This design comes from an exercise in tuning for small area, a short achievable clock period and few clock cycles per item on the open sky130 flow, not from production work.
Only simulation tests tie the RTL to the original design; equivalence was not proved.
No activity file was given, so power comes from the tool's default toggle rates.

garnet:
// int_float_compare_bitmask_packer
module int_float_compare_bitmask_packer (
   input  logic        clock,
   input  logic        reset,
   input  logic        req_valid,
   output logic        req_ready,
   input  logic [63:0] req_int_elem,
   input  logic [63:0] req_float_bits,
   input  logic        req_last_item,
   output logic        rsp_valid,
   input  logic        rsp_ready,
   output logic [63:0] rsp_mask_word,
   output logic [6:0]  rsp_valid_bits,
   output logic        rsp_final_word,
   input  logic        csr_valid,
   output logic        csr_ready,
   input  logic [1:0]  csr_index,
   input  logic [63:0] csr_data
);
Size in the first run: ~270 flip-flops, roughly 0.017 mm2 of cells after synthesis.
clock: 13.0 ns
lec_check: 0
abc_area: 1
abc_clock_period_in_ps: 3500
cap_margin: 20
core_margin: 2
core_utilization: 55
cts_cluster_diameter: 100
cts_cluster_size: 30
slew_margin: 20
standard.sh (not shown) runs the stock make flow with config.mk's settings and CLKGATE_MAP_FILE= SYNTH_SCRIPT=/design/flow/synth_recipe.tcl, a recipe that flattens the netlist after the stock synthesis.
==> flow/flow/run.sh <==
#!/bin/bash
set -euo pipefail
bash standard.sh SETUP_SLACK_MARGIN=9.25 ADDER_MAP_FILE= \
   "BUFFER_PORTS_ARGS=-buffer_cell sky130_fd_sc_hd__buf_1" finish > standard.log 2>&1
Testbench counts of garnet, summed over its fixed seeds: cycles 16,396, items 16,012.
Here is what was changed in the inputs of tundra compared with garnet.
# garnet
export LEC_CHECK = 0
export ABC_AREA = 1
export ABC_CLOCK_PERIOD_IN_PS = 3500
export CAP_MARGIN = 20
export CORE_MARGIN = 2
export CORE_UTILIZATION = 55
export CTS_CLUSTER_DIAMETER = 100
export CTS_CLUSTER_SIZE = 30
export SLEW_MARGIN = 20
create_clock -name core_clock -period 13.0 [get_ports {clock}]
# tundra
export LEC_CHECK = 0
export CAP_MARGIN = 20
export CORE_MARGIN = 2
export CORE_UTILIZATION = 60
export CTS_CLUSTER_DIAMETER = 100
export CTS_CLUSTER_SIZE = 30
export SLEW_MARGIN = 20
create_clock -name core_clock -period 13.0 [get_ports {clock}]
--- a/flow/flow/run.sh
+++ b/flow/flow/run.sh
@@ -3 +3 @@
-bash standard.sh SETUP_SLACK_MARGIN=9.25 ADDER_MAP_FILE= \
+bash standard.sh SETUP_SLACK_MARGIN=9.1 ADDER_MAP_FILE= \
### Flow results
- From garnet to tundra the numbers moved as follows: global routing met2 resource utilization increased by 6.4 points relative to the old numbers, non-clock buffer count increased by about 9% relative to the old numbers.
- First-iteration DRC count: tundra > garnet
- Re clock buffer count: garnet was higher than tundra.
- Relative to garnet, net switching fraction of the power has decreased by 4.0 points in tundra.
- tundra against garnet: post-route fraction of the period consumed by the critical path increased 0.57 points, fraction of synthesized area in multiplexers increased 14 points, internal power decreased 0.0081 mW.
#### Input delta (harbor over tundra)
# tundra
export LEC_CHECK = 0
export CAP_MARGIN = 20
export CORE_MARGIN = 2
export CORE_UTILIZATION = 60
export CTS_CLUSTER_DIAMETER = 100
export CTS_CLUSTER_SIZE = 30
export SLEW_MARGIN = 20
create_clock -name core_clock -period 13.0 [get_ports {clock}]
# harbor
export LEC_CHECK = 0
export CAP_MARGIN = 20
export CORE_MARGIN = 2
export CORE_UTILIZATION = 55
export CTS_CLUSTER_DIAMETER = 100
export CTS_CLUSTER_SIZE = 30
export SLEW_MARGIN = 20
create_clock -name core_clock -period 13.0 [get_ports {clock}]
### Flow results
Final weighted congestion in routability-driven placement ended up about 6.5% lower on harbor than on tundra. Against tundra, harbor reports a transition at the pin with the smallest max-transition slack that is higher. Summary of harbor over tundra: proportion of layout cells with a drive suffix above 1 saw an increase, final instance area saw an increase.
Relative to harbor, the following input files were edited for raven:
# harbor
export LEC_CHECK = 0
export CAP_MARGIN = 20
export CORE_MARGIN = 2
export CORE_UTILIZATION = 55
export CTS_CLUSTER_DIAMETER = 100
export CTS_CLUSTER_SIZE = 30
export SLEW_MARGIN = 20
create_clock -name core_clock -period 13.0 [get_ports {clock}]
# raven
export LEC_CHECK = 0
export CAP_MARGIN = 20
export CORE_MARGIN = 2
export CORE_UTILIZATION = 68
export CTS_CLUSTER_DIAMETER = 100
export CTS_CLUSTER_SIZE = 30
export SLEW_MARGIN = 20
create_clock -name core_clock -period 13.0 [get_ports {clock}]
--- outcome ---
On worst clock skew on the final layout, raven does worse than harbor.
For the share of cell area taken by flip-flops and latches, raven came in 0.39 points higher than harbor did.
Delta (raven minus harbor): global-route usage rose 6.2 points, highest clock frequency the design can meet fell 0.0012 GHz, met1 layer usage reported by global route rose 6.5 points, leakage power total fell 0.058 nW, width of the die fell 18 um.
Summary — routed wire length, raven relative to harbor: lower, by 1.3 mm.
On raven: placed cell area is about 0.6% lower than what harbor gave.
harbor vs raven, highest metal layer with signal wires: met5 vs met4
#### Input delta (maple over raven)
# raven
export LEC_CHECK = 0
export CAP_MARGIN = 20
export CORE_MARGIN = 2
export CORE_UTILIZATION = 68
export CTS_CLUSTER_DIAMETER = 100
export CTS_CLUSTER_SIZE = 30
export SLEW_MARGIN = 20
create_clock -name core_clock -period 13.0 [get_ports {clock}]
# maple
export LEC_CHECK = 0
export ABC_AREA = 1
export ABC_CLOCK_PERIOD_IN_PS = 3500
export CAP_MARGIN = 20
export CORE_MARGIN = 2
export CORE_UTILIZATION = 55
export CTS_CLUSTER_DIAMETER = 100
export CTS_CLUSTER_SIZE = 30
export SLEW_MARGIN = 20
create_clock -name core_clock -period 13.0 [get_ports {clock}]
Results
Compared maple vs raven, and count of fill cells added during filler insertion is up in maple.
Delta (maple minus raven): total power divided by cell area went up by about 8%; count of buffering cells on the critical path with inverters included went down by 1; compound-cell area share of the yosys netlist lost 2.2 points; net count after synthesis higher.

==> static timing again, ports no longer ideal <==
No port has a modelled driver above. Below, the same layouts with a new extraction and two added sets of constraints.
Step 1: set_driving_cell puts a clkbuf_16 on clock and a buf_2 on each other input, an assumption about the parent block.
Step 2 moves the port delays by t, midway between the first and last clock arrival at a register: inputs arrive t later, outputs are due t later. That takes back most of the time a late clock gives input paths.
Slacks: ideal ports / drivers / drivers and shift; pairs: ideal ports / drivers.
| run | t, ns | setup WS [ns] | worst hold slack (ns) | clock arrival spread, ns |
|---|---|---|---|---|
| garnet | 0.559 | 9.176 / 9.121 / 8.809 | 0.331 / 0.331 / 0.331 | 0.033 / 0.033 |
| tundra | 0.551 | 9.101 / 9.101 / 8.674 | 0.362 / 0.362 / 0.362 | 0.028 / 0.028 |
| harbor | 0.564 | 9.130 / 9.130 / 8.677 | 0.348 / 0.348 / 0.348 | 0.027 / 0.027 |
| raven | 0.552 | 9.112 / 9.112 / 8.680 | 0.336 / 0.336 / 0.336 | 0.031 / 0.031 |
| maple | 0.556 | 9.195 / 9.140 / 8.704 | 0.342 / 0.342 / 0.342 | 0.017 / 0.017 |
After both steps every run listed still meets setup and hold. The setup slack of maple, which loses most, moves by -0.055 ns with the drivers and by -0.491 ns with both steps.
